From an optimization exercise on the open Yosys and OpenROAD flow, aimed at small area, a short achievable clock period and few clock cycles per item; shortcuts taken in it are not production practice. Where RTL was checked, it was by simulation tests only, not by an equivalence proof against the original. No functional check of the RTL was part of run 2.

## flow/design.v (module list and top-level ports; edited modules follow where they fit)
// module material_eval: 2185 lines
// module phase_count: 375 lines
// module taper_blend: 1573 lines
// module eval_control: 57 lines
// module board_eval: 50 lines
module board_eval
#(
   parameter int EVAL_WIDTH = 16                       
)
(
   input  logic                         clk,
   input  logic                         reset,
   input  logic [255:0]                 board_in,
   input  logic                         board_valid,
   input  logic                         attack_done,
   input  logic                         clear_eval,
   output logic signed [EVAL_WIDTH-1:0] eval,
   output logic                         eval_valid
);
  // ...
==> flow/flow/run.sh <==
#!/bin/bash
# The standard layout with two changes:
#  - after the standard synthesis, fapol.py removes inverters around the full adders
#    by using some adders with all pins inverted (a full adder is self-dual); the
#    registers are not touched;
#  - the input and output ports are buffered with buf_1 cells.
set -euo pipefail
R=orfs/results/sky130hd/board_eval/base
bash standard.sh synth > synth_flow.log 2>&1
cp $R/1_2_yosys.v synth_standard.v
python3 flow/fapol.py synth_standard.v $R/1_2_yosys.v > fapol.log 2>&1
touch $R/1_2_yosys.v
bash standard.sh finish BUFFER_PORTS_ARGS="-buffer_cell sky130_fd_sc_hd__buf_1" > finish_flow.log 2>&1
==> flow/flow/fapol.py <==
#!/usr/bin/env python3
"""Removes inverters around full-adder cells in a Yosys gate netlist.

A full adder is self-dual: FA(~a, ~b, ~c) = (~sum, ~cout). Synthesis extracts full
adders with arbitrary input and output polarities and fills the gaps with inverters.
This script picks, for every full adder, whether to use it as is or with all of its
pins inverted, so as to need as few inverters as possible, then rewires the netlist:
every inverter is removed and one inverter per net is put back where some load
needs the inverted value. An inverted input of a two-input XOR needs no inverter:
the XOR becomes an XNOR (and back). A half adder whose sum or carry every load
wants inverted becomes an XNOR or NAND and the gate for its other output.
Registers and all other cells are left as they are.

usage: fapol.py in.v out.v
"""
import math
import random
import re
import sys
from collections import defaultdict

OUT_PINS = {'X', 'Y', 'Q', 'Q_N', 'SUM', 'COUT', 'HI', 'LO'}

src = open(sys.argv[1]).read()
m = re.search(r'^module\s.*?;\n', src, re.S | re.M)
head_end = m.end()
body = src[head_end:]
inst_re = re.compile(r'^\s*(sky130_fd_sc_hd__\w+)\s+(\S+)\s*\((.*?)\);\n', re.S | re.M)
pin_re = re.compile(r'\.(\w+)\(([^()]*)\)')

decls = []       # text lines that are not instances (ports, wires)
insts = []       # [type, name, [(pin, net)]]
pos = 0
for mm in inst_re.finditer(body):
    decls.append(body[pos:mm.start()])
    insts.append([mm.group(1), mm.group(2), [(p, n.strip()) for p, n in pin_re.findall(mm.group(3))]])
    pos = mm.end()
tail = body[pos:]
assert 'assign' not in ''.join(decls) + tail, 'assign statements not handled'

outputs = set()
for line in src[:head_end].split('\n') + ''.join(decls).split('\n'):
    mo = re.match(r'\s*output\s+(\[(\d+):(\d+)\]\s+)?(\S+);', line)
    if mo:
        if mo.group(1):
            hi, lo = int(mo.group(2)), int(mo.group(3))
            for i in range(min(hi, lo), max(hi, lo) + 1):
                outputs.add('%s[%d]' % (mo.group(4), i))
        else:
            outputs.add(mo.group(4))


def is_inv(t):
    return re.match(r'sky130_fd_sc_hd__inv_\d+$', t) is not None


def is_fa(t):
    return re.match(r'sky130_fd_sc_hd__fa_\d+$', t) is not None


def is_xor(t):
    return re.match(r'sky130_fd_sc_hd__x(n)?or2_\d+$', t) is not None


XOR_SWAP = {}
for _d in (1, 2, 4):
    XOR_SWAP['sky130_fd_sc_hd__xor2_%d' % _d] = 'sky130_fd_sc_hd__xnor2_%d' % _d
    XOR_SWAP['sky130_fd_sc_hd__xnor2_%d' % _d] = 'sky130_fd_sc_hd__xor2_%d' % _d


driver = {}
for idx, (t, name, pins) in enumerate(insts):
    for p, n in pins:
        if p in OUT_PINS:
            driver[n] = idx

# Inverters that may be removed: not driving an output port
removable = set()
for idx, (t, name, pins) in enumerate(insts):
    if is_inv(t):
        y = dict(pins)['Y']
        if y not in outputs:
            removable.add(idx)


def resolve(n):
    """(base net, parity) through removable inverters."""
    par = 0
    seen = 0
    while n in driver and driver[n] in removable:
        n = dict(insts[driver[n]][2])['A']
        par ^= 1
        seen += 1
        assert seen < 100
    return n, par


# Loads: (instance index, pin, base, parity)
loads = []
for idx, (t, name, pins) in enumerate(insts):
    if idx in removable:
        continue
    for p, n in pins:
        if p in OUT_PINS:
            continue
        b, par = resolve(n)
        loads.append((idx, p, b, par))

fa_ids = [i for i, x in enumerate(insts) if is_fa(x[0])]
flip = defaultdict(int)
loads_of_base = defaultdict(list)
for li, (idx, p, b, par) in enumerate(loads):
    loads_of_base[b].append(li)


def drv_flip(b):
    d = driver.get(b)
    return flip[d] if d is not None and is_fa(insts[d][0]) else 0


def raw_inv(li):
    idx, p, b, par = loads[li]
    lf = flip[idx] if is_fa(insts[idx][0]) else 0
    return par ^ lf ^ drv_flip(b)


def need_inv(li):
    # An inverted input of a two-input XOR is absorbed by swapping XOR and XNOR
    if is_xor(insts[loads[li][0]][0]):
        return 0
    return raw_inv(li)


def base_cost(b):
    return 1 if any(need_inv(li) for li in loads_of_base[b]) else 0


def fa_bases(i):
    out = set()
    for p, n in insts[i][2]:
        if p in OUT_PINS:
            out.add(n)
        else:
            out.add(resolve(n)[0])
    return out


bases_of_fa = {i: fa_bases(i) for i in fa_ids}
all_bases = set(loads_of_base)
before = sum(base_cost(b) for b in all_bases)
def local_cost(i):
    return sum(base_cost(b) for b in bases_of_fa[i])


# Greedy single flips, then simulated annealing with a fixed seed
def greedy():
    for sweep in range(50):
        changed = 0
        for i in fa_ids:
            c0 = local_cost(i)
            flip[i] ^= 1
            if local_cost(i) < c0:
                changed += 1
            else:
                flip[i] ^= 1
        if not changed:
            break


greedy()
rng = random.Random(1)
cur = sum(base_cost(b) for b in all_bases)
best = cur
best_flip = dict(flip)
steps = 300000
for step in range(steps):
    temp = 1.5 * (1 - step / steps) + 0.05
    i = rng.choice(fa_ids)
    c0 = local_cost(i)
    flip[i] ^= 1
    d = local_cost(i) - c0
    if d <= 0 or rng.random() < math.exp(-d / temp):
        cur += d
        if cur < best:
            best = cur
            best_flip = dict(flip)
    else:
        flip[i] ^= 1
flip.clear()
flip.update(best_flip)
greedy()
after = sum(base_cost(b) for b in all_bases)
n_removable = len(removable)

def is_ha(t):
    return re.match(r'sky130_fd_sc_hd__ha_\d+$', t) is not None


# A half adder whose sum (or carry) is wanted inverted by every load is split into
# an XNOR (or NAND) and the other half, which takes no more area than the half adder
ha_inv = defaultdict(set)
for b in all_bases:
    d = driver.get(b)
    if d is None or not is_ha(insts[d][0]) or not loads_of_base[b]:
        continue
    if all(need_inv(li) for li in loads_of_base[b]):
        pin = [p for p, n in insts[d][2] if n == b][0]
        ha_inv[d].add(pin)
        for li in loads_of_base[b]:
            idx, p, bb, par = loads[li]
            loads[li] = (idx, p, bb, par ^ 1)


def base_cost2(b):
    return 1 if any(need_inv(li) for li in loads_of_base[b]) else 0


# Rewire
inv_net = {}
new_insts = []
k = 0
for b in sorted(all_bases):
    if base_cost2(b):
        w = '_fapol_n%d_' % k
        inv_net[b] = w
        new_insts.append(['sky130_fd_sc_hd__inv_1', '_fapol_i%d_' % k, [('A', b), ('Y', w)]])
        k += 1
pin_net = {}
for li, (idx, p, b, par) in enumerate(loads):
    pin_net[(idx, p)] = inv_net[b] if need_inv(li) else b

dead = set(dict(insts[i][2])['Y'] for i in removable)


def drop_dead(text):
    keep = []
    for line in text.split('\n'):
        mo = re.match(r'\s*wire\s+(\S+)\s*;\s*$', line)
        if mo and mo.group(1) in dead:
            continue
        keep.append(line)
    return '\n'.join(keep)


decls = [drop_dead(x) for x in decls]
out = [src[:head_end]]
out.append(''.join(decls[:1]))
for b, w in sorted(inv_net.items(), key=lambda x: x[1]):
    out.append('  wire %s;\n' % w)
out.append(''.join(decls[1:]))


def emit(t, name, pins):
    s = '  %s %s (\n' % (t, name)
    s += ',\n'.join('    .%s(%s%s)' % (p, n, ' ' if n.startswith('\\') else '') for p, n in pins)
    return s + '\n  );\n'


toggles = defaultdict(int)
for li, (idx, p, b, par) in enumerate(loads):
    if is_xor(insts[idx][0]):
        toggles[idx] ^= raw_inv(li)
n_swapped = 0
for idx, (t, name, pins) in enumerate(insts):
    if idx in removable:
        continue
    pins = [(p, n if p in OUT_PINS else pin_net[(idx, p)]) for p, n in pins]
    if toggles[idx]:
        to = 'Y' if 'xnor2' in XOR_SWAP[t] else 'X'
        t = XOR_SWAP[t]
        pins = [(to if p in ('X', 'Y') else p, n) for p, n in pins]
        n_swapped += 1
    if idx in ha_inv:
        pd = dict(pins)
        a, bb = pd['A'], pd['B']
        if 'SUM' in ha_inv[idx]:
            out.append(emit('sky130_fd_sc_hd__xnor2_1', name, [('A', a), ('B', bb), ('Y', pd['SUM'])]))
        else:
            out.append(emit('sky130_fd_sc_hd__xor2_1', name, [('A', a), ('B', bb), ('X', pd['SUM'])]))
        cname = name + '_c' if not name.startswith('\\') else name + '_c'
        if 'COUT' in ha_inv[idx]:
            out.append(emit('sky130_fd_sc_hd__nand2_1', cname, [('A', a), ('B', bb), ('Y', pd['COUT'])]))
        else:
            out.append(emit('sky130_fd_sc_hd__and2_1', cname, [('A', a), ('B', bb), ('X', pd['COUT'])]))
        continue
    out.append(emit(t, name, pins))
for t, name, pins in new_insts:
    out.append(emit(t, name, pins))
out.append(tail)
open(sys.argv[2], 'w').write(''.join(out))
print('fapol: %d full adders, %d flipped; inverters %d -> %d; %d XOR/XNOR swapped; %d half adders split'
      % (len(fa_ids), sum(flip[i] for i in fa_ids), n_removable, len(inv_net), n_swapped, len(ha_inv)))
if len(sys.argv) > 3:
    from collections import Counter
    c = Counter()
    for b in inv_net:
        allinv = all(need_inv(li) for li in loads_of_base[b])
        d = driver.get(b)
        dt = insts[d][0].replace('sky130_fd_sc_hd__', '') if d is not None else 'port'
        c[(allinv, dt)] += 1
    for k, v in c.most_common(30):
        print(v, k)
==> flow/standard.sh <==
#!/bin/bash
# synth_recipe.tcl (not shown) runs the flow's synth.tcl, then flattens the netlist and writes it again
# the make line also repeats each setting of config.mk as NAME=value (left out here)
make -C /OpenROAD-flow-scripts/flow DESIGN_CONFIG=/design/flow/config.mk WORK_HOME=/design/flow/orfs CLKGATE_MAP_FILE= SYNTH_SCRIPT=/design/flow/synth_recipe.tcl "${@:-finish}"
==> flow/config.mk <==
export PLATFORM = sky130hd
export DESIGN_NAME = board_eval
export DESIGN_NICKNAME = board_eval
export VERILOG_FILES = /design/flow/design.v
export SDC_FILE = /design/flow/constraint.sdc
export NUM_CORES = 4
export LEC_CHECK = 0
export CAP_MARGIN = 20
export CORE_MARGIN = 2
export CORE_UTILIZATION = 55
export SETUP_SLACK_MARGIN = 1.0
export SLEW_MARGIN = 20
==> flow/constraint.sdc <==
create_clock -name core_clock -period 7.0 [get_ports {clk}]
set_input_delay 1.4000 -clock core_clock [delete_from_list [all_inputs] [get_ports {clk}]]
set_output_delay 1.4000 -clock core_clock [all_outputs]
set_load 0.01 [all_outputs]
==> results.json, run 1 <==
{
  "worstSetupPathType": "reg -> reg",
  "start_util": 0.558,
  "wl_met3_mm": 4.36,
  "fin_setup_tns_ns": 0,
  "status": "finished clean",
  "die-width_um": 238,
  "dr_wl_met2_mm": 46.8,
  "met3_usage": 0.0403,
  "sh_seq_area": 0.0950,
  "grt.busiest_layer": "met2",
  "cp_max_fo": 15,
  "cp-endpoint": "u_taper_blend.eval[8]$_DFFE_PP_",
  "fin_nets": 4144,
  "hp-start": "u_eval_control.capture_d$_SDFF_PP0_",
  "die_y_um": 238,
  "final_cells": 3817,
  "worst-path-stages": 18,
  "cts_max_path_buffers": 2,
  "multiInputGateArea_um2": 26000,
  "synth_warnings": 4,
  "hold_viol_final": 0,
  "ctsHtreeMaxLevel": 4,
  "setup_ws_ns": 1.16,
  "max_freq_mhz": 171,
  "inverters": 263,
  "die-area_um2": 56700,
  "clock-sinks": 145,
  "vias": 21900
}
Testbench counts, summed over its fixed seeds: cycles 2,048, boards 512.
==> inputs of run 2 (changes only) <==
--- a/flow/design.v
+++ b/flow/design.v
@@ -2585,16 +2585,17 @@
 (
    input  logic                           clk,
    input  logic                           load,
    input  logic [score_pkg::CNT_BITS-1:0] cnt,
    input  logic [score_pkg::OFF_BITS-1:0] officers,
    output logic signed [EVAL_WIDTH-1:0]   eval
 );
    logic [24:0] dig;                     
+   logic [24:0] digb;                    
    logic [15:0] p1;
    logic [17:0] p3;
    logic [16:0] e_sum;
    logic [6:0] count_h1;
    logic [6:0] count_h2;
    logic [6:0] count_h3;
    logic [6:0] count_h4;
    logic [6:0] count_h5;
@@ -3359,18 +3360,20 @@
    logic t746;
    logic t747;
    logic t748;
    logic t749;
    logic t750;
    logic t751;
    logic [33:0] y_s;
    logic [33:0] y_c;
+   logic t752;
    logic [33:0] y0;
    logic [33:0] y1;
+   logic t753;
    logic [15:0] q;
    assign count_h1 = {cnt[6], cnt[5], cnt[4], cnt[3], cnt[2], cnt[1], cnt[0]};
    assign count_h2 = {cnt[13], cnt[12], cnt[11], cnt[10], cnt[9], cnt[8], cnt[7]};
    assign count_h3 = {cnt[20], cnt[19], cnt[18], cnt[17], cnt[16], cnt[15], cnt[14]};
    assign count_h4 = {cnt[27], cnt[26], cnt[25], cnt[24], cnt[23], cnt[22], cnt[21]};
    assign count_h5 = {cnt[34], cnt[33], cnt[32], cnt[31], cnt[30], cnt[29], cnt[28]};
    assign count_nh6 = {cnt[41], cnt[40], cnt[39], cnt[38], cnt[37], cnt[36], cnt[35]};
    assign ocount = officers;
@@ -3765,34 +3768,34 @@
    assign t378 = (dig[0] & p1[5]) | (dig[1] & p1[4]) | (dig[2] & p3[5]) | (dig[3] & p1[3]);
    assign t379 = t378 ^ dig[4];
    assign t380 = (dig[0] & p1[6]) | (dig[1] & p1[5]) | (dig[2] & p3[6]) | (dig[3] & p1[4]);
    assign t381 = t380 ^ dig[4];
    assign t382 = (dig[0] & p1[7]) | (dig[1] & p1[6]) | (dig[2] & p3[7]) | (dig[3] & p1[5]);
    assign t383 = t382 ^ dig[4];
    assign t384 = (dig[0] & p1[8]) | (dig[1] & p1[7]) | (dig[2] & p3[8]) | (dig[3] & p1[6]);
    assign t385 = t384 ^ dig[4];
-   assign t386 = (dig[0] & p1[9]) | (dig[1] & p1[8]) | (dig[2] & p3[9]) | (dig[3] & p1[7]);
-   assign t387 = t386 ^ dig[4];
-   assign t388 = (dig[0] & p1[10]) | (dig[1] & p1[9]) | (dig[2] & p3[10]) | (dig[3] & p1[8]);
-   assign t389 = t388 ^ dig[4];
-   assign t390 = (dig[0] & p1[11]) | (dig[1] & p1[10]) | (dig[2] & p3[11]) | (dig[3] & p1[9]);
-   assign t391 = t390 ^ dig[4];
-   assign t392 = (dig[0] & p1[12]) | (dig[1] & p1[11]) | (dig[2] & p3[12]) | (dig[3] & p1[10]);
-   assign t393 = t392 ^ dig[4];
-   assign t394 = (dig[0] & p1[13]) | (dig[1] & p1[12]) | (dig[2] & p3[13]) | (dig[3] & p1[11]);
-   assign t395 = t394 ^ dig[4];
-   assign t396 = (dig[0] & p1[14]) | (dig[1] & p1[13]) | (dig[2] & p3[14]) | (dig[3] & p1[12]);
-   assign t397 = t396 ^ dig[4];
-   assign t398 = (dig[0] & p1[15]) | (dig[1] & p1[14]) | (dig[2] & p3[15]) | (dig[3] & p1[13]);
-   assign t399 = t398 ^ dig[4];
-   assign t400 = (dig[1] & p1[15]) | (dig[2] & p3[16]) | (dig[3] & p1[14]);
-   assign t401 = t400 ^ dig[4];
-   assign t402 = (dig[2] & p3[17]) | (dig[3] & p1[15]);
-   assign t403 = t402 ^ dig[4];
+   assign t386 = (~digb[0] & p1[9]) | (~digb[1] & p1[8]) | (~digb[2] & p3[9]) | (~digb[3] & p1[7]);
+   assign t387 = t386 ^ ~digb[4];
+   assign t388 = (~digb[0] & p1[10]) | (~digb[1] & p1[9]) | (~digb[2] & p3[10]) | (~digb[3] & p1[8]);
+   assign t389 = t388 ^ ~digb[4];
+   assign t390 = (~digb[0] & p1[11]) | (~digb[1] & p1[10]) | (~digb[2] & p3[11]) | (~digb[3] & p1[9]);
+   assign t391 = t390 ^ ~digb[4];
+   assign t392 = (~digb[0] & p1[12]) | (~digb[1] & p1[11]) | (~digb[2] & p3[12]) | (~digb[3] & p1[10]);
+   assign t393 = t392 ^ ~digb[4];
+   assign t394 = (~digb[0] & p1[13]) | (~digb[1] & p1[12]) | (~digb[2] & p3[13]) | (~digb[3] & p1[11]);
+   assign t395 = t394 ^ ~digb[4];
+   assign t396 = (~digb[0] & p1[14]) | (~digb[1] & p1[13]) | (~digb[2] & p3[14]) | (~digb[3] & p1[12]);
+   assign t397 = t396 ^ ~digb[4];
+   assign t398 = (~digb[0] & p1[15]) | (~digb[1] & p1[14]) | (~digb[2] & p3[15]) | (~digb[3] & p1[13]);
+   assign t399 = t398 ^ ~digb[4];
+   assign t400 = (~digb[1] & p1[15]) | (~digb[2] & p3[16]) | (~digb[3] & p1[14]);
+   assign t401 = t400 ^ ~digb[4];
+   assign t402 = (~digb[2] & p3[17]) | (~digb[3] & p1[15]);
+   assign t403 = t402 ^ ~digb[4];
    assign t404 = (dig[5] & p1[0]) | (dig[7] & p3[0]);
    assign t405 = t404 ^ dig[9];
    assign t406 = (dig[5] & p1[1]) | (dig[6] & p1[0]) | (dig[7] & p3[1]);
    assign t407 = t406 ^ dig[9];
    assign t408 = (dig[5] & p1[2]) | (dig[6] & p1[1]) | (dig[7] & p3[2]) | (dig[8] & p1[0]);
    assign t409 = t408 ^ dig[9];
    assign t410 = (dig[5] & p1[3]) | (dig[6] & p1[2]) | (dig[7] & p3[3]) | (dig[8] & p1[1]);
    assign t411 = t410 ^ dig[9];
@@ -3801,34 +3804,34 @@
    assign t414 = (dig[5] & p1[5]) | (dig[6] & p1[4]) | (dig[7] & p3[5]) | (dig[8] & p1[3]);
    assign t415 = t414 ^ dig[9];
    assign t416 = (dig[5] & p1[6]) | (dig[6] & p1[5]) | (dig[7] & p3[6]) | (dig[8] & p1[4]);
    assign t417 = t416 ^ dig[9];
    assign t418 = (dig[5] & p1[7]) | (dig[6] & p1[6]) | (dig[7] & p3[7]) | (dig[8] & p1[5]);
    assign t419 = t418 ^ dig[9];
    assign t420 = (dig[5] & p1[8]) | (dig[6] & p1[7]) | (dig[7] & p3[8]) | (dig[8] & p1[6]);
    assign t421 = t420 ^ dig[9];
-   assign t422 = (dig[5] & p1[9]) | (dig[6] & p1[8]) | (dig[7] & p3[9]) | (dig[8] & p1[7]);
-   assign t423 = t422 ^ dig[9];
-   assign t424 = (dig[5] & p1[10]) | (dig[6] & p1[9]) | (dig[7] & p3[10]) | (dig[8] & p1[8]);
-   assign t425 = t424 ^ dig[9];
-   assign t426 = (dig[5] & p1[11]) | (dig[6] & p1[10]) | (dig[7] & p3[11]) | (dig[8] & p1[9]);
-   assign t427 = t426 ^ dig[9];
-   assign t428 = (dig[5] & p1[12]) | (dig[6] & p1[11]) | (dig[7] & p3[12]) | (dig[8] & p1[10]);
-   assign t429 = t428 ^ dig[9];
-   assign t430 = (dig[5] & p1[13]) | (dig[6] & p1[12]) | (dig[7] & p3[13]) | (dig[8] & p1[11]);
-   assign t431 = t430 ^ dig[9];
-   assign t432 = (dig[5] & p1[14]) | (dig[6] & p1[13]) | (dig[7] & p3[14]) | (dig[8] & p1[12]);
-   assign t433 = t432 ^ dig[9];
-   assign t434 = (dig[5] & p1[15]) | (dig[6] & p1[14]) | (dig[7] & p3[15]) | (dig[8] & p1[13]);
-   assign t435 = t434 ^ dig[9];
-   assign t436 = (dig[6] & p1[15]) | (dig[7] & p3[16]) | (dig[8] & p1[14]);
-   assign t437 = t436 ^ dig[9];
-   assign t438 = (dig[7] & p3[17]) | (dig[8] & p1[15]);
-   assign t439 = t438 ^ dig[9];
+   assign t422 = (~digb[5] & p1[9]) | (~digb[6] & p1[8]) | (~digb[7] & p3[9]) | (~digb[8] & p1[7]);
+   assign t423 = t422 ^ ~digb[9];
+   assign t424 = (~digb[5] & p1[10]) | (~digb[6] & p1[9]) | (~digb[7] & p3[10]) | (~digb[8] & p1[8]);
+   assign t425 = t424 ^ ~digb[9];
+   assign t426 = (~digb[5] & p1[11]) | (~digb[6] & p1[10]) | (~digb[7] & p3[11]) | (~digb[8] & p1[9]);
+   assign t427 = t426 ^ ~digb[9];
+   assign t428 = (~digb[5] & p1[12]) | (~digb[6] & p1[11]) | (~digb[7] & p3[12]) | (~digb[8] & p1[10]);
+   assign t429 = t428 ^ ~digb[9];
+   assign t430 = (~digb[5] & p1[13]) | (~digb[6] & p1[12]) | (~digb[7] & p3[13]) | (~digb[8] & p1[11]);
+   assign t431 = t430 ^ ~digb[9];
+   assign t432 = (~digb[5] & p1[14]) | (~digb[6] & p1[13]) | (~digb[7] & p3[14]) | (~digb[8] & p1[12]);
+   assign t433 = t432 ^ ~digb[9];
+   assign t434 = (~digb[5] & p1[15]) | (~digb[6] & p1[14]) | (~digb[7] & p3[15]) | (~digb[8] & p1[13]);
+   assign t435 = t434 ^ ~digb[9];
+   assign t436 = (~digb[6] & p1[15]) | (~digb[7] & p3[16]) | (~digb[8] & p1[14]);
+   assign t437 = t436 ^ ~digb[9];
+   assign t438 = (~digb[7] & p3[17]) | (~digb[8] & p1[15]);
+   assign t439 = t438 ^ ~digb[9];
    assign t440 = (dig[10] & p1[0]) | (dig[12] & p3[0]);
    assign t441 = t440 ^ dig[14];
    assign t442 = (dig[10] & p1[1]) | (dig[11] & p1[0]) | (dig[12] & p3[1]);
    assign t443 = t442 ^ dig[14];
    assign t444 = (dig[10] & p1[2]) | (dig[11] & p1[1]) | (dig[12] & p3[2]) | (dig[13] & p1[0]);
    assign t445 = t444 ^ dig[14];
    assign t446 = (dig[10] & p1[3]) | (dig[11] & p1[2]) | (dig[12] & p3[3]) | (dig[13] & p1[1]);
    assign t447 = t446 ^ dig[14];
@@ -3837,34 +3840,34 @@
    assign t450 = (dig[10] & p1[5]) | (dig[11] & p1[4]) | (dig[12] & p3[5]) | (dig[13] & p1[3]);
    assign t451 = t450 ^ dig[14];
    assign t452 = (dig[10] & p1[6]) | (dig[11] & p1[5]) | (dig[12] & p3[6]) | (dig[13] & p1[4]);
    assign t453 = t452 ^ dig[14];
    assign t454 = (dig[10] & p1[7]) | (dig[11] & p1[6]) | (dig[12] & p3[7]) | (dig[13] & p1[5]);
    assign t455 = t454 ^ dig[14];
    assign t456 = (dig[10] & p1[8]) | (dig[11] & p1[7]) | (dig[12] & p3[8]) | (dig[13] & p1[6]);
    assign t457 = t456 ^ dig[14];
-   assign t458 = (dig[10] & p1[9]) | (dig[11] & p1[8]) | (dig[12] & p3[9]) | (dig[13] & p1[7]);
-   assign t459 = t458 ^ dig[14];
-   assign t460 = (dig[10] & p1[10]) | (dig[11] & p1[9]) | (dig[12] & p3[10]) | (dig[13] & p1[8]);
-   assign t461 = t460 ^ dig[14];
-   assign t462 = (dig[10] & p1[11]) | (dig[11] & p1[10]) | (dig[12] & p3[11]) | (dig[13] & p1[9]);
-   assign t463 = t462 ^ dig[14];
-   assign t464 = (dig[10] & p1[12]) | (dig[11] & p1[11]) | (dig[12] & p3[12]) | (dig[13] & p1[10]);
-   assign t465 = t464 ^ dig[14];
-   assign t466 = (dig[10] & p1[13]) | (dig[11] & p1[12]) | (dig[12] & p3[13]) | (dig[13] & p1[11]);
-   assign t467 = t466 ^ dig[14];
-   assign t468 = (dig[10] & p1[14]) | (dig[11] & p1[13]) | (dig[12] & p3[14]) | (dig[13] & p1[12]);
-   assign t469 = t468 ^ dig[14];
-   assign t470 = (dig[10] & p1[15]) | (dig[11] & p1[14]) | (dig[12] & p3[15]) | (dig[13] & p1[13]);
-   assign t471 = t470 ^ dig[14];
-   assign t472 = (dig[11] & p1[15]) | (dig[12] & p3[16]) | (dig[13] & p1[14]);
-   assign t473 = t472 ^ dig[14];
-   assign t474 = (dig[12] & p3[17]) | (dig[13] & p1[15]);
-   assign t475 = t474 ^ dig[14];
+   assign t458 = (~digb[10] & p1[9]) | (~digb[11] & p1[8]) | (~digb[12] & p3[9]) | (~digb[13] & p1[7]);
+   assign t459 = t458 ^ ~digb[14];
+   assign t460 = (~digb[10] & p1[10]) | (~digb[11] & p1[9]) | (~digb[12] & p3[10]) | (~digb[13] & p1[8]);
+   assign t461 = t460 ^ ~digb[14];
+   assign t462 = (~digb[10] & p1[11]) | (~digb[11] & p1[10]) | (~digb[12] & p3[11]) | (~digb[13] & p1[9]);
+   assign t463 = t462 ^ ~digb[14];
+   assign t464 = (~digb[10] & p1[12]) | (~digb[11] & p1[11]) | (~digb[12] & p3[12]) | (~digb[13] & p1[10]);
+   assign t465 = t464 ^ ~digb[14];
+   assign t466 = (~digb[10] & p1[13]) | (~digb[11] & p1[12]) | (~digb[12] & p3[13]) | (~digb[13] & p1[11]);
+   assign t467 = t466 ^ ~digb[14];
+   assign t468 = (~digb[10] & p1[14]) | (~digb[11] & p1[13]) | (~digb[12] & p3[14]) | (~digb[13] & p1[12]);
+   assign t469 = t468 ^ ~digb[14];
+   assign t470 = (~digb[10] & p1[15]) | (~digb[11] & p1[14]) | (~digb[12] & p3[15]) | (~digb[13] & p1[13]);
+   assign t471 = t470 ^ ~digb[14];
+   assign t472 = (~digb[11] & p1[15]) | (~digb[12] & p3[16]) | (~digb[13] & p1[14]);
+   assign t473 = t472 ^ ~digb[14];
+   assign t474 = (~digb[12] & p3[17]) | (~digb[13] & p1[15]);
+   assign t475 = t474 ^ ~digb[14];
    assign t476 = (dig[15] & p1[0]) | (dig[17] & p3[0]);
    assign t477 = t476 ^ dig[19];
    assign t478 = (dig[15] & p1[1]) | (dig[16] & p1[0]) | (dig[17] & p3[1]);
    assign t479 = t478 ^ dig[19];
    assign t480 = (dig[15] & p1[2]) | (dig[16] & p1[1]) | (dig[17] & p3[2]) | (dig[18] & p1[0]);
    assign t481 = t480 ^ dig[19];
    assign t482 = (dig[15] & p1[3]) | (dig[16] & p1[2]) | (dig[17] & p3[3]) | (dig[18] & p1[1]);
    assign t483 = t482 ^ dig[19];
@@ -3873,34 +3876,34 @@
    assign t486 = (dig[15] & p1[5]) | (dig[16] & p1[4]) | (dig[17] & p3[5]) | (dig[18] & p1[3]);
    assign t487 = t486 ^ dig[19];
    assign t488 = (dig[15] & p1[6]) | (dig[16] & p1[5]) | (dig[17] & p3[6]) | (dig[18] & p1[4]);
    assign t489 = t488 ^ dig[19];
    assign t490 = (dig[15] & p1[7]) | (dig[16] & p1[6]) | (dig[17] & p3[7]) | (dig[18] & p1[5]);
    assign t491 = t490 ^ dig[19];
    assign t492 = (dig[15] & p1[8]) | (dig[16] & p1[7]) | (dig[17] & p3[8]) | (dig[18] & p1[6]);
    assign t493 = t492 ^ dig[19];
-   assign t494 = (dig[15] & p1[9]) | (dig[16] & p1[8]) | (dig[17] & p3[9]) | (dig[18] & p1[7]);
-   assign t495 = t494 ^ dig[19];
-   assign t496 = (dig[15] & p1[10]) | (dig[16] & p1[9]) | (dig[17] & p3[10]) | (dig[18] & p1[8]);
-   assign t497 = t496 ^ dig[19];
-   assign t498 = (dig[15] & p1[11]) | (dig[16] & p1[10]) | (dig[17] & p3[11]) | (dig[18] & p1[9]);
-   assign t499 = t498 ^ dig[19];
-   assign t500 = (dig[15] & p1[12]) | (dig[16] & p1[11]) | (dig[17] & p3[12]) | (dig[18] & p1[10]);
-   assign t501 = t500 ^ dig[19];
-   assign t502 = (dig[15] & p1[13]) | (dig[16] & p1[12]) | (dig[17] & p3[13]) | (dig[18] & p1[11]);
-   assign t503 = t502 ^ dig[19];
-   assign t504 = (dig[15] & p1[14]) | (dig[16] & p1[13]) | (dig[17] & p3[14]) | (dig[18] & p1[12]);
-   assign t505 = t504 ^ dig[19];
-   assign t506 = (dig[15] & p1[15]) | (dig[16] & p1[14]) | (dig[17] & p3[15]) | (dig[18] & p1[13]);
-   assign t507 = t506 ^ dig[19];
-   assign t508 = (dig[16] & p1[15]) | (dig[17] & p3[16]) | (dig[18] & p1[14]);
-   assign t509 = t508 ^ dig[19];
-   assign t510 = (dig[17] & p3[17]) | (dig[18] & p1[15]);
-   assign t511 = t510 ^ dig[19];
+   assign t494 = (~digb[15] & p1[9]) | (~digb[16] & p1[8]) | (~digb[17] & p3[9]) | (~digb[18] & p1[7]);
+   assign t495 = t494 ^ ~digb[19];
+   assign t496 = (~digb[15] & p1[10]) | (~digb[16] & p1[9]) | (~digb[17] & p3[10]) | (~digb[18] & p1[8]);
+   assign t497 = t496 ^ ~digb[19];
+   assign t498 = (~digb[15] & p1[11]) | (~digb[16] & p1[10]) | (~digb[17] & p3[11]) | (~digb[18] & p1[9]);
+   assign t499 = t498 ^ ~digb[19];
+   assign t500 = (~digb[15] & p1[12]) | (~digb[16] & p1[11]) | (~digb[17] & p3[12]) | (~digb[18] & p1[10]);
+   assign t501 = t500 ^ ~digb[19];
+   assign t502 = (~digb[15] & p1[13]) | (~digb[16] & p1[12]) | (~digb[17] & p3[13]) | (~digb[18] & p1[11]);
+   assign t503 = t502 ^ ~digb[19];
+   assign t504 = (~digb[15] & p1[14]) | (~digb[16] & p1[13]) | (~digb[17] & p3[14]) | (~digb[18] & p1[12]);
+   assign t505 = t504 ^ ~digb[19];
+   assign t506 = (~digb[15] & p1[15]) | (~digb[16] & p1[14]) | (~digb[17] & p3[15]) | (~digb[18] & p1[13]);
+   assign t507 = t506 ^ ~digb[19];
+   assign t508 = (~digb[16] & p1[15]) | (~digb[17] & p3[16]) | (~digb[18] & p1[14]);
+   assign t509 = t508 ^ ~digb[19];
+   assign t510 = (~digb[17] & p3[17]) | (~digb[18] & p1[15]);
+   assign t511 = t510 ^ ~digb[19];
    assign t512 = (dig[20] & p1[0]) | (dig[22] & p3[0]);
    assign t513 = t512 ^ dig[24];
    assign t514 = (dig[20] & p1[1]) | (dig[21] & p1[0]) | (dig[22] & p3[1]);
    assign t515 = t514 ^ dig[24];
    assign t516 = (dig[20] & p1[2]) | (dig[21] & p1[1]) | (dig[22] & p3[2]) | (dig[23] & p1[0]);
    assign t517 = t516 ^ dig[24];
    assign t518 = (dig[20] & p1[3]) | (dig[21] & p1[2]) | (dig[22] & p3[3]) | (dig[23] & p1[1]);
    assign t519 = t518 ^ dig[24];
@@ -3909,34 +3912,34 @@
    assign t522 = (dig[20] & p1[5]) | (dig[21] & p1[4]) | (dig[22] & p3[5]) | (dig[23] & p1[3]);
    assign t523 = t522 ^ dig[24];
    assign t524 = (dig[20] & p1[6]) | (dig[21] & p1[5]) | (dig[22] & p3[6]) | (dig[23] & p1[4]);
    assign t525 = t524 ^ dig[24];
    assign t526 = (dig[20] & p1[7]) | (dig[21] & p1[6]) | (dig[22] & p3[7]) | (dig[23] & p1[5]);
    assign t527 = t526 ^ dig[24];
    assign t528 = (dig[20] & p1[8]) | (dig[21] & p1[7]) | (dig[22] & p3[8]) | (dig[23] & p1[6]);
    assign t529 = t528 ^ dig[24];
-   assign t530 = (dig[20] & p1[9]) | (dig[21] & p1[8]) | (dig[22] & p3[9]) | (dig[23] & p1[7]);
-   assign t531 = t530 ^ dig[24];
-   assign t532 = (dig[20] & p1[10]) | (dig[21] & p1[9]) | (dig[22] & p3[10]) | (dig[23] & p1[8]);
-   assign t533 = t532 ^ dig[24];
-   assign t534 = (dig[20] & p1[11]) | (dig[21] & p1[10]) | (dig[22] & p3[11]) | (dig[23] & p1[9]);
-   assign t535 = t534 ^ dig[24];
-   assign t536 = (dig[20] & p1[12]) | (dig[21] & p1[11]) | (dig[22] & p3[12]) | (dig[23] & p1[10]);
-   assign t537 = t536 ^ dig[24];
-   assign t538 = (dig[20] & p1[13]) | (dig[21] & p1[12]) | (dig[22] & p3[13]) | (dig[23] & p1[11]);
-   assign t539 = t538 ^ dig[24];
-   assign t540 = (dig[20] & p1[14]) | (dig[21] & p1[13]) | (dig[22] & p3[14]) | (dig[23] & p1[12]);
-   assign t541 = t540 ^ dig[24];
-   assign t542 = (dig[20] & p1[15]) | (dig[21] & p1[14]) | (dig[22] & p3[15]) | (dig[23] & p1[13]);
-   assign t543 = t542 ^ dig[24];
-   assign t544 = (dig[21] & p1[15]) | (dig[22] & p3[16]) | (dig[23] & p1[14]);
-   assign t545 = t544 ^ dig[24];
-   assign t546 = (dig[22] & p3[17]) | (dig[23] & p1[15]);
-   assign t547 = t546 ^ dig[24];
+   assign t530 = (~digb[20] & p1[9]) | (~digb[21] & p1[8]) | (~digb[22] & p3[9]) | (~digb[23] & p1[7]);
+   assign t531 = t530 ^ ~digb[24];
+   assign t532 = (~digb[20] & p1[10]) | (~digb[21] & p1[9]) | (~digb[22] & p3[10]) | (~digb[23] & p1[8]);
+   assign t533 = t532 ^ ~digb[24];
+   assign t534 = (~digb[20] & p1[11]) | (~digb[21] & p1[10]) | (~digb[22] & p3[11]) | (~digb[23] & p1[9]);
+   assign t535 = t534 ^ ~digb[24];
+   assign t536 = (~digb[20] & p1[12]) | (~digb[21] & p1[11]) | (~digb[22] & p3[12]) | (~digb[23] & p1[10]);
+   assign t537 = t536 ^ ~digb[24];
+   assign t538 = (~digb[20] & p1[13]) | (~digb[21] & p1[12]) | (~digb[22] & p3[13]) | (~digb[23] & p1[11]);
+   assign t539 = t538 ^ ~digb[24];
+   assign t540 = (~digb[20] & p1[14]) | (~digb[21] & p1[13]) | (~digb[22] & p3[14]) | (~digb[23] & p1[12]);
+   assign t541 = t540 ^ ~digb[24];
+   assign t542 = (~digb[20] & p1[15]) | (~digb[21] & p1[14]) | (~digb[22] & p3[15]) | (~digb[23] & p1[13]);
+   assign t543 = t542 ^ ~digb[24];
+   assign t544 = (~digb[21] & p1[15]) | (~digb[22] & p3[16]) | (~digb[23] & p1[14]);
+   assign t545 = t544 ^ ~digb[24];
+   assign t546 = (~digb[22] & p3[17]) | (~digb[23] & p1[15]);
+   assign t547 = t546 ^ ~digb[24];
    assign t548 = t373 ^ ~e_sum[1];
    assign t549 = t373 & ~e_sum[1];
    assign t550 = t375 ^ t405 ^ dig[9];
    assign t551 = (t375 & t405) | (t375 & dig[9]) | (t405 & dig[9]);
    assign t552 = ~e_sum[2] ^ t549;
    assign t553 = ~e_sum[2] & t549;
    assign t554 = t377 ^ t407 ^ ~e_sum[3];
    assign t555 = (t377 & t407) | (t377 & ~e_sum[3]) | (t407 & ~e_sum[3]);
@@ -4045,18 +4048,18 @@
    assign t658 = e_sum[1] ^ e_sum[16] ^ t645;
    assign t659 = (e_sum[1] & e_sum[16]) | (e_sum[1] & t645) | (e_sum[16] & t645);
    assign t660 = t647 ^ t654 ^ t656;
    assign t661 = (t647 & t654) | (t647 & t656) | (t654 & t656);
    assign t662 = t649 ^ t658 ^ t660;
    assign t663 = (t649 & t658) | (t649 & t660) | (t658 & t660);
    assign t664 = t651 ^ t662;
    assign t665 = t651 & t662;
-   assign t666 = ~dig[4] ^ t435 ^ t465;
-   assign t667 = (~dig[4] & t435) | (~dig[4] & t465) | (t435 & t465);
+   assign t666 = digb[4] ^ t435 ^ t465;
+   assign t667 = (digb[4] & t435) | (digb[4] & t465) | (t435 & t465);
    assign t668 = t495 ^ t525 ^ e_sum[2];
    assign t669 = (t495 & t525) | (t495 & e_sum[2]) | (t525 & e_sum[2]);
    assign t670 = t655 ^ t657 ^ t666;
    assign t671 = (t655 & t657) | (t655 & t666) | (t657 & t666);
    assign t672 = t668 ^ t659 ^ t661;
    assign t673 = (t668 & t659) | (t668 & t661) | (t659 & t661);
    assign t674 = t670 ^ t663 ^ t672;
    assign t675 = (t670 & t663) | (t670 & t672) | (t663 & t672);
@@ -4075,18 +4078,18 @@
    assign t688 = t499 ^ t529 ^ e_sum[4];
    assign t689 = (t499 & t529) | (t499 & e_sum[4]) | (t529 & e_sum[4]);
    assign t690 = t677 ^ t679 ^ t686;
    assign t691 = (t677 & t679) | (t677 & t686) | (t679 & t686);
    assign t692 = t688 ^ t681 ^ t690;
    assign t693 = (t688 & t681) | (t688 & t690) | (t681 & t690);
    assign t694 = t683 ^ t692;
    assign t695 = t683 & t692;
-   assign t696 = ~dig[9] ^ t471 ^ t501;
-   assign t697 = (~dig[9] & t471) | (~dig[9] & t501) | (t471 & t501);
+   assign t696 = digb[9] ^ t471 ^ t501;
+   assign t697 = (digb[9] & t471) | (digb[9] & t501) | (t471 & t501);
    assign t698 = t531 ^ e_sum[5] ^ t687;
    assign t699 = (t531 & e_sum[5]) | (t531 & t687) | (e_sum[5] & t687);
    assign t700 = t689 ^ t696 ^ t691;
    assign t701 = (t689 & t696) | (t689 & t691) | (t696 & t691);
    assign t702 = t698 ^ t693 ^ t700;
    assign t703 = (t698 & t693) | (t698 & t700) | (t693 & t700);
    assign t704 = ~(t473 ^ t503);
    assign t705 = t473 | t503;
@@ -4099,56 +4102,59 @@
    assign t712 = ~(t475 ^ t505);
    assign t713 = t475 | t505;
    assign t714 = t535 ^ e_sum[7] ^ t705;
    assign t715 = (t535 & e_sum[7]) | (t535 & t705) | (e_sum[7] & t705);
    assign t716 = t712 ^ t707 ^ t714;
    assign t717 = (t712 & t707) | (t712 & t714) | (t707 & t714);
    assign t718 = t709 ^ t716;
    assign t719 = t709 & t716;
-   assign t720 = ~dig[14] ^ t507 ^ t537;
-   assign t721 = (~dig[14] & t507) | (~dig[14] & t537) | (t507 & t537);
+   assign t720 = digb[14] ^ t507 ^ t537;
+   assign t721 = (digb[14] & t507) | (digb[14] & t537) | (t507 & t537);
    assign t722 = e_sum[8] ^ t713 ^ t720;
    assign t723 = (e_sum[8] & t713) | (e_sum[8] & t720) | (t713 & t720);
    assign t724 = t715 ^ t722 ^ t717;
    assign t725 = (t715 & t722) | (t715 & t717) | (t722 & t717);
    assign t726 = ~(t509 ^ t539);
    assign t727 = t509 | t539;
    assign t728 = e_sum[9] ^ t721 ^ t726;
    assign t729 = (e_sum[9] & t721) | (e_sum[9] & t726) | (t721 & t726);
    assign t730 = t723 ^ t728;
    assign t731 = t723 & t728;
    assign t732 = ~(t511 ^ t541);
    assign t733 = t511 | t541;
    assign t734 = e_sum[10] ^ t727 ^ t732;
    assign t735 = (e_sum[10] & t727) | (e_sum[10] & t732) | (t727 & t732);
    assign t736 = t729 ^ t734;
    assign t737 = t729 & t734;
-   assign t738 = ~dig[19] ^ t543 ^ e_sum[11];
-   assign t739 = (~dig[19] & t543) | (~dig[19] & e_sum[11]) | (t543 & e_sum[11]);
+   assign t738 = digb[19] ^ t543 ^ e_sum[11];
+   assign t739 = (digb[19] & t543) | (digb[19] & e_sum[11]) | (t543 & e_sum[11]);
    assign t740 = t733 ^ t738 ^ t735;
    assign t741 = (t733 & t738) | (t733 & t735) | (t738 & t735);
    assign t742 = ~(t545 ^ e_sum[12]);
    assign t743 = t545 | e_sum[12];
    assign t744 = t739 ^ t742;
    assign t745 = t739 & t742;
    assign t746 = ~(t547 ^ e_sum[13]);
    assign t747 = t547 | e_sum[13];
    assign t748 = t743 ^ t746;
    assign t749 = t743 & t746;
-   assign t750 = ~dig[24] ^ e_sum[14] ^ t747;
-   assign t751 = (~dig[24] & e_sum[14]) | (~dig[24] & t747) | (e_sum[14] & t747);
+   assign t750 = digb[24] ^ e_sum[14] ^ t747;
+   assign t751 = (digb[24] & e_sum[14]) | (digb[24] & t747) | (e_sum[14] & t747);
    assign y_s = {1'b1, ~e_sum[16], t751, t749, t745, t741, t737, t731, t725, t719, t711, t703, t695, t685, t675, t665, t653, t643, t633, t623, t613, t603, t595, t592, t579, t573, t567, t564, t557, t553, t550, t371, ~e_sum[0], t369};
    assign y_c = {1'b0, e_sum[15], ~e_sum[15], t750, t748, t744, t740, t736, t730, t724, t718, t710, t702, t694, t684, t674, t664, t652, t642, t632, t622, t612, t602, t594, t586, t578, t572, t566, t560, t556, t552, t548, ~t371, dig[4]};
+   assign t752 = (y_s[0] ^ y_c[0]) | ((y_s[1] ^ y_c[1]) != (y_s[0] | y_c[0])) | ((y_s[2] ^ y_c[2]) != (y_s[1] | y_c[1])) | ((y_s[3] ^ y_c[3]) != (y_s[2] | y_c[2])) | ((y_s[4] ^ y_c[4]) != (y_s[3] | y_c[3])) | ((y_s[5] ^ y_c[5]) != (y_s[4] | y_c[4])) | ((y_s[6] ^ y_c[6]) != (y_s[5] | y_c[5])) | ((y_s[7] ^ y_c[7]) != (y_s[6] | y_c[6])) | ((y_s[8] ^ y_c[8]) != (y_s[7] | y_c[7])) | ((y_s[9] ^ y_c[9]) != (y_s[8] | y_c[8])) | ((y_s[10] ^ y_c[10]) != (y_s[9] | y_c[9])) | ((y_s[11] ^ y_c[11]) != (y_s[10] | y_c[10])) | ((y_s[12] ^ y_c[12]) != (y_s[11] | y_c[11])) | ((y_s[13] ^ y_c[13]) != (y_s[12] | y_c[12])) | ((y_s[14] ^ y_c[14]) != (y_s[13] | y_c[13])) | ((y_s[15] ^ y_c[15]) != (y_s[14] | y_c[14]));
    assign y0 = y_s + y_c;
-   assign y1 = y_s + y_c + 34'hFFFF;
-   assign q = y0[33] ? y1[31:16] : y0[31:16];
+   assign y1 = y_s + y_c + 34'h10000;
+   assign t753 = y0[33] & t752;
+   assign q = t753 ? y1[31:16] : y0[31:16];
    always_ff @(posedge clk)
    begin
       dig   <= dig_next;
+      digb  <= ~dig_next;
       p1    <= p1_next;
       p3    <= p3_next;
       e_sum <= e_next;
       if (load)
          eval <= EVAL_WIDTH'(q);
    end
 endmodule
 `timescale 1ns/1ps
==> flow/flow/run.sh (replaced) <==
#!/bin/bash
# The standard layout with two changes:
#  - after the standard synthesis, fapol.py removes inverters around the full adders
#    by using some adders with all pins inverted (a full adder is self-dual); the
#    registers are not touched;
#  - the input and output ports are buffered with buf_2 cells.
set -euo pipefail
R=orfs/results/sky130hd/board_eval/base
bash standard.sh synth > synth_flow.log 2>&1
cp $R/1_2_yosys.v synth_standard.v
python3 flow/fapol.py synth_standard.v $R/1_2_yosys.v > fapol.log 2>&1
touch $R/1_2_yosys.v
bash standard.sh finish BUFFER_PORTS_ARGS="-buffer_cell sky130_fd_sc_hd__buf_2" > finish_flow.log 2>&1
--- a/flow/flow/fapol.py
+++ b/flow/flow/fapol.py
@@ -1,20 +1,17 @@
 #!/usr/bin/env python3
 """Removes inverters around full-adder cells in a Yosys gate netlist.
 
 A full adder is self-dual: FA(~a, ~b, ~c) = (~sum, ~cout). Synthesis extracts full
 adders with arbitrary input and output polarities and fills the gaps with inverters.
 This script picks, for every full adder, whether to use it as is or with all of its
 pins inverted, so as to need as few inverters as possible, then rewires the netlist:
 every inverter is removed and one inverter per net is put back where some load
-needs the inverted value. An inverted input of a two-input XOR needs no inverter:
-the XOR becomes an XNOR (and back). A half adder whose sum or carry every load
-wants inverted becomes an XNOR or NAND and the gate for its other output.
-Registers and all other cells are left as they are.
+needs the inverted value. Registers and all other cells are left as they are.
 
 usage: fapol.py in.v out.v
 """
 import math
 import random
 import re
 import sys
 from collections import defaultdict
@@ -53,26 +50,16 @@
 def is_inv(t):
     return re.match(r'sky130_fd_sc_hd__inv_\d+$', t) is not None
 
 
 def is_fa(t):
     return re.match(r'sky130_fd_sc_hd__fa_\d+$', t) is not None
 
 
-def is_xor(t):
-    return re.match(r'sky130_fd_sc_hd__x(n)?or2_\d+$', t) is not None
-
-
-XOR_SWAP = {}
-for _d in (1, 2, 4):
-    XOR_SWAP['sky130_fd_sc_hd__xor2_%d' % _d] = 'sky130_fd_sc_hd__xnor2_%d' % _d
-    XOR_SWAP['sky130_fd_sc_hd__xnor2_%d' % _d] = 'sky130_fd_sc_hd__xor2_%d' % _d
-
-
 driver = {}
 for idx, (t, name, pins) in enumerate(insts):
     for p, n in pins:
         if p in OUT_PINS:
             driver[n] = idx
 
 # Inverters that may be removed: not driving an output port
 removable = set()
@@ -113,27 +100,20 @@
     loads_of_base[b].append(li)
 
 
 def drv_flip(b):
     d = driver.get(b)
     return flip[d] if d is not None and is_fa(insts[d][0]) else 0
 
 
-def raw_inv(li):
+def need_inv(li):
     idx, p, b, par = loads[li]
     lf = flip[idx] if is_fa(insts[idx][0]) else 0
     return par ^ lf ^ drv_flip(b)
-
-
-def need_inv(li):
-    # An inverted input of a two-input XOR is absorbed by swapping XOR and XNOR
-    if is_xor(insts[loads[li][0]][0]):
-        return 0
-    return raw_inv(li)
 
 
 def base_cost(b):
     return 1 if any(need_inv(li) for li in loads_of_base[b]) else 0
 
 
 def fa_bases(i):
     out = set()
@@ -187,45 +167,22 @@
     else:
         flip[i] ^= 1
 flip.clear()
 flip.update(best_flip)
 greedy()
 after = sum(base_cost(b) for b in all_bases)
 n_removable = len(removable)
 
-def is_ha(t):
-    return re.match(r'sky130_fd_sc_hd__ha_\d+$', t) is not None
-
-
-# A half adder whose sum (or carry) is wanted inverted by every load is split into
-# an XNOR (or NAND) and the other half, which takes no more area than the half adder
-ha_inv = defaultdict(set)
-for b in all_bases:
-    d = driver.get(b)
-    if d is None or not is_ha(insts[d][0]) or not loads_of_base[b]:
-        continue
-    if all(need_inv(li) for li in loads_of_base[b]):
-        pin = [p for p, n in insts[d][2] if n == b][0]
-        ha_inv[d].add(pin)
-        for li in loads_of_base[b]:
-            idx, p, bb, par = loads[li]
-            loads[li] = (idx, p, bb, par ^ 1)
-
-
-def base_cost2(b):
-    return 1 if any(need_inv(li) for li in loads_of_base[b]) else 0
-
-
 # Rewire
 inv_net = {}
 new_insts = []
 k = 0
 for b in sorted(all_bases):
-    if base_cost2(b):
+    if base_cost(b):
         w = '_fapol_n%d_' % k
         inv_net[b] = w
         new_insts.append(['sky130_fd_sc_hd__inv_1', '_fapol_i%d_' % k, [('A', b), ('Y', w)]])
         k += 1
 pin_net = {}
 for li, (idx, p, b, par) in enumerate(loads):
     pin_net[(idx, p)] = inv_net[b] if need_inv(li) else b
 
@@ -251,50 +208,27 @@
 
 
 def emit(t, name, pins):
     s = '  %s %s (\n' % (t, name)
     s += ',\n'.join('    .%s(%s%s)' % (p, n, ' ' if n.startswith('\\') else '') for p, n in pins)
     return s + '\n  );\n'
 
 
-toggles = defaultdict(int)
-for li, (idx, p, b, par) in enumerate(loads):
-    if is_xor(insts[idx][0]):
-        toggles[idx] ^= raw_inv(li)
-n_swapped = 0
 for idx, (t, name, pins) in enumerate(insts):
     if idx in removable:
         continue
     pins = [(p, n if p in OUT_PINS else pin_net[(idx, p)]) for p, n in pins]
-    if toggles[idx]:
-        to = 'Y' if 'xnor2' in XOR_SWAP[t] else 'X'
-        t = XOR_SWAP[t]
-        pins = [(to if p in ('X', 'Y') else p, n) for p, n in pins]
-        n_swapped += 1
-    if idx in ha_inv:
-        pd = dict(pins)
-        a, bb = pd['A'], pd['B']
-        if 'SUM' in ha_inv[idx]:
-            out.append(emit('sky130_fd_sc_hd__xnor2_1', name, [('A', a), ('B', bb), ('Y', pd['SUM'])]))
-        else:
-            out.append(emit('sky130_fd_sc_hd__xor2_1', name, [('A', a), ('B', bb), ('X', pd['SUM'])]))
-        cname = name + '_c' if not name.startswith('\\') else name + '_c'
-        if 'COUT' in ha_inv[idx]:
-            out.append(emit('sky130_fd_sc_hd__nand2_1', cname, [('A', a), ('B', bb), ('Y', pd['COUT'])]))
-        else:
-            out.append(emit('sky130_fd_sc_hd__and2_1', cname, [('A', a), ('B', bb), ('X', pd['COUT'])]))
-        continue
     out.append(emit(t, name, pins))
 for t, name, pins in new_insts:
     out.append(emit(t, name, pins))
 out.append(tail)
 open(sys.argv[2], 'w').write(''.join(out))
-print('fapol: %d full adders, %d flipped; inverters %d -> %d; %d XOR/XNOR swapped; %d half adders split'
-      % (len(fa_ids), sum(flip[i] for i in fa_ids), n_removable, len(inv_net), n_swapped, len(ha_inv)))
+print('fapol: %d full adders, %d flipped; inverters %d -> %d'
+      % (len(fa_ids), sum(flip[i] for i in fa_ids), n_removable, after))
 if len(sys.argv) > 3:
     from collections import Counter
     c = Counter()
     for b in inv_net:
         allinv = all(need_inv(li) for li in loads_of_base[b])
         d = driver.get(b)
         dt = insts[d][0].replace('sky130_fd_sc_hd__', '') if d is not None else 'port'
         c[(allinv, dt)] += 1
==> flow/config.mk (replaced) <==
export PLATFORM = sky130hd
export DESIGN_NAME = board_eval
export DESIGN_NICKNAME = board_eval
export VERILOG_FILES = /design/flow/design.v
export SDC_FILE = /design/flow/constraint.sdc
export NUM_CORES = 4
export LEC_CHECK = 0
export CAP_MARGIN = 20
export CORE_MARGIN = 2
export CORE_UTILIZATION = 40
export SETUP_SLACK_MARGIN = 1.0
export SLEW_MARGIN = 20
==> run 2 against run 1 <==
Compared with the run above:
- via count fell by 1.4%
- hold slack barely moved
- core utilization fell by 16 points
- flip-flop and latch count rose by 24
==> results.json, run 2 <==
{
  "hold_viol_final": 0,
  "cp_max_fo": 7,
  "reg2reg_depth": 21,
  "cp_common_cell": "fa_1",
  "start_util": 0.402,
  "die-width_um": 282,
  "largest_reg_flops": 42,
  "grt_pass1_wl_mm": 138,
  "grt_pass1_vias": 23000,
  "fin_setup_tns_ns": 0,
  "cp_num_buf_inv": 4,
  "place_hpwl_mm": 82.4,
  "regMostFlops": "u_material_eval.cnt",
  "die_y_um": 282,
  "synth_warnings": 4,
  "wl_per_cell_um": 21.5,
  "syn_area_um2": 31000,
  "ctsHtreeMaxLevel": 4,
  "drive_above_1_share": 0.154,
  "final_common_cell": "fa_1",
  "crit_path_end_kind": "register",
  "start_kind": "register",
  "worstSetupPathType": "reg -> reg",
  "antenna_found_initial": 8,
  "maxSlewViolCount": 0,
  "antenna_left": 0,
  "tritoncts": "yes",
  "maxCapViolCount": 0,
  "ctsHoldBuffers": 0,
  "fin_skew_ns": 0.0148,
  "hp-start": "u_eval_control.capture_d$_SDFF_PP0_",
  "crit_chain": "clkinvlp_4, buf_4, a221oi_4, xnor2_1, fa_1, fa_1, fa_1, inv_1, ha_1, inv_1, ha_4, a211oi_4, o21ai_2, a211oi_2, o21ai_1, xnor2_1, nand2_2, or3_4, o31a_1, or3_4, xor2_1",
  "overflow": 0,
  "rsz0062_at_grt": "yes",
  "drcViolationCount": 0,
  "arrival_ns": 6.11,
  "fin_util": 0.451,
  "post-place-cells": 4220,
  "critical-path-top-delay-family": "adder cells",
  "grt_max_degree": 20,
  "path_clk_slew_ns": 0.07,
  "preCtsSetupSlack_ns": 0.592,
  "numPortBuffers": 277,
  "reg2reg_to": "u_taper_blend.eval[11]$_DFFE_PP_",
  "first_pass_iters": 9,
  "die-area_um2": 79700,
  "insertion_delay_ns": 0.46,
  "finalSetupViolCount": 0,
  "grt_use_total": 0.234,
  "final_cells": 4286,
  "area_delta_synth_final_pct": 12.1,
  "globalplace.congestion": 0.972,
  "rrSetupSlack_ns": 1.09,
  "max_freq_mhz": 169,
  "fin_nets": 4308,
  "timing.rr.start": "u_taper_blend.digb[1]$_DFF_P_",
  "tightest_slew_ns": 0.866,
  "ios": 278,
  "cts_made_buffers": 17,
  "cts_max_path_buffers": 2,
  "period_share": 0.844,
  "drt_first_iter_violations": 1260,
  "place_area_um2": 33200,
  "reg_top3": "u_material_eval.cnt (42), u_taper_blend.dig (24), u_taper_blend.digb (24)",
  "crit_slowest_cell": "fa_1",
  "vias": 21600,
  "syn_avg_cell_area_um2": 10.3,
  "stdcell_area_um2": 34700,
  "synth_nets": 4095,
  "worstHoldEndpoint": "u_eval_control.load$_SDFF_PP0_",
  "whs_ns": 0.448,
  "core_region_area_um2": 77100,
  "num_rows": 102,
  "fin_crit_ns": 5.91,
  "final_cell_mix": "583 x fa_1, 412 x xnor2_1, 378 x inv_1, 277 x buf_2, 250 x nor2b_1",
  "status": "finished clean",
  "required_ns": 7.21,
  "fill_cells": 7443,
  "whs_path_depth": 1,
  "synthCells": 3016,
  "hold_path_class": "reg -> reg",
  "cts-root-buf": "clkbuf_16",
  "slew-limit-headroom": 0.415,
  "setup_ws_ns": 1.09,
  "slowest_delay_ns": 0.49,
  "finalWirelength_mm": 92.0,
  "clock-sinks": 169,
  "via_per_inst": 5.03
}
## run 2: cell count changes in the layout (fill, tap and decap cells not counted), moves of 27 or more
cell	previous run	this run
buf_1	277	0
a22o_1	57	29
ha_1	172	211
xor2_1	174	114
o22ai_1	3	33
buf_2	0	277
xnor2_1	376	412
inv_1	261	378
dfxtp_1	97	124
## run 2: worst max path at each step
| stage | cells past startpoint | end | slack [ns] | from |
|---|---|---|---|---|
| 6_report | 21 | u_taper_blend.eval[11]$_DFFE_PP_ | 1.09 | u_taper_blend.digb[1]$_DFF_P_ |
| 5_1_grt | 21 | u_taper_blend.eval[11]$_DFFE_PP_ | 0.90 | u_taper_blend.digb[1]$_DFF_P_ |
| 4_1_cts | 19 | u_taper_blend.eval[11]$_DFFE_PP_ | 1.00 | u_taper_blend.digb[13]$_DFF_P_ |
| 3_5_place_dp | 21 | u_taper_blend.eval[12]$_DFFE_PP_ | 0.59 | u_taper_blend.p1[11]$_DFF_P_ |
| 3_3_place_gp | 21 | u_taper_blend.eval[12]$_DFFE_PP_ | 0.70 | u_taper_blend.p1[11]$_DFF_P_ |
| 2_1_floorplan | 20 | u_taper_blend.eval[11]$_DFFE_PP_ | 1.13 | u_taper_blend.p1[11]$_DFF_P_ |
## run 2: repair_timing
item,CTS,global route
endpoints found under the setup margin,9,7
setup buffers,2,28
gates resized for setup,42,114
gates cloned,0,0
pin swaps,5,55
## run 2: cell type report
type,instances,area (um^2),share of cell area
clock buffers,18,429,0.0124
flip-flops and latches,169,3600,0.104
multi-input cells,2349,26200,0.753
inverters,382,1440,0.0414
diodes,5,12.5,0.000360
repair buffers,310,1650,0.0474
clock inverters,13,158,0.00454
well taps,1040,1300,0.0374
## run 2: metal layers
layer  GRT usage  up-vias  part of all wire
met5           0        -           0.00038
met4       0.104        6             0.050
met3      0.0258      149             0.041
met2       0.427      648              0.51
met1       0.276    10700              0.40
li1            -    10100                 -
## run 2: worst reg2reg max path: stages (launching register included)
cell and delay [ns]:
dfxtp_2 0.34, clkinvlp_4 0.15, buf_4 0.19, a221oi_4 0.28, xnor2_1 0.16, fa_1 0.49
fa_1 0.49, fa_1 0.49, inv_1 0.04, ha_1 0.29, inv_1 0.07, ha_4 0.29
a211oi_4 0.29, o21ai_2 0.11, a211oi_2 0.28, o21ai_1 0.12, xnor2_1 0.29, nand2_2 0.12
or3_4 0.41, o31a_1 0.24, or3_4 0.36, xor2_1 0.14

==> afterwards: timing with drivers on the ports <==
The results above use ideal ports. As a check the final layouts listed here were re-extracted and re-timed, cells and wires unchanged.
Step 1: set_driving_cell puts a clkbuf_16 on clk and a buf_2 on each other input, an assumption about the parent block.
Step 2, shift: input delay + t, output delay - t, t = (earliest + latest rising clock arrival at the registers) / 2. This alone moves slack from input paths to output paths.
a / b / c = no drivers / after step 1 / after step 2; a / b = the first two.
| run | t, ns | setup WS [ns] | worst setup path after step 2 |
|---|---|---|---|
| run 1 | 0.485 | 1.156 / 1.156 / 0.852 | input to register |
| run 2 | 0.512 | 1.094 / 1.094 / 0.839 | input to register |
After both steps setup and hold are still met in every run listed. The setup slack of run 1, which loses most, moves by 0.000 ns with the drivers and by -0.304 ns with both steps.
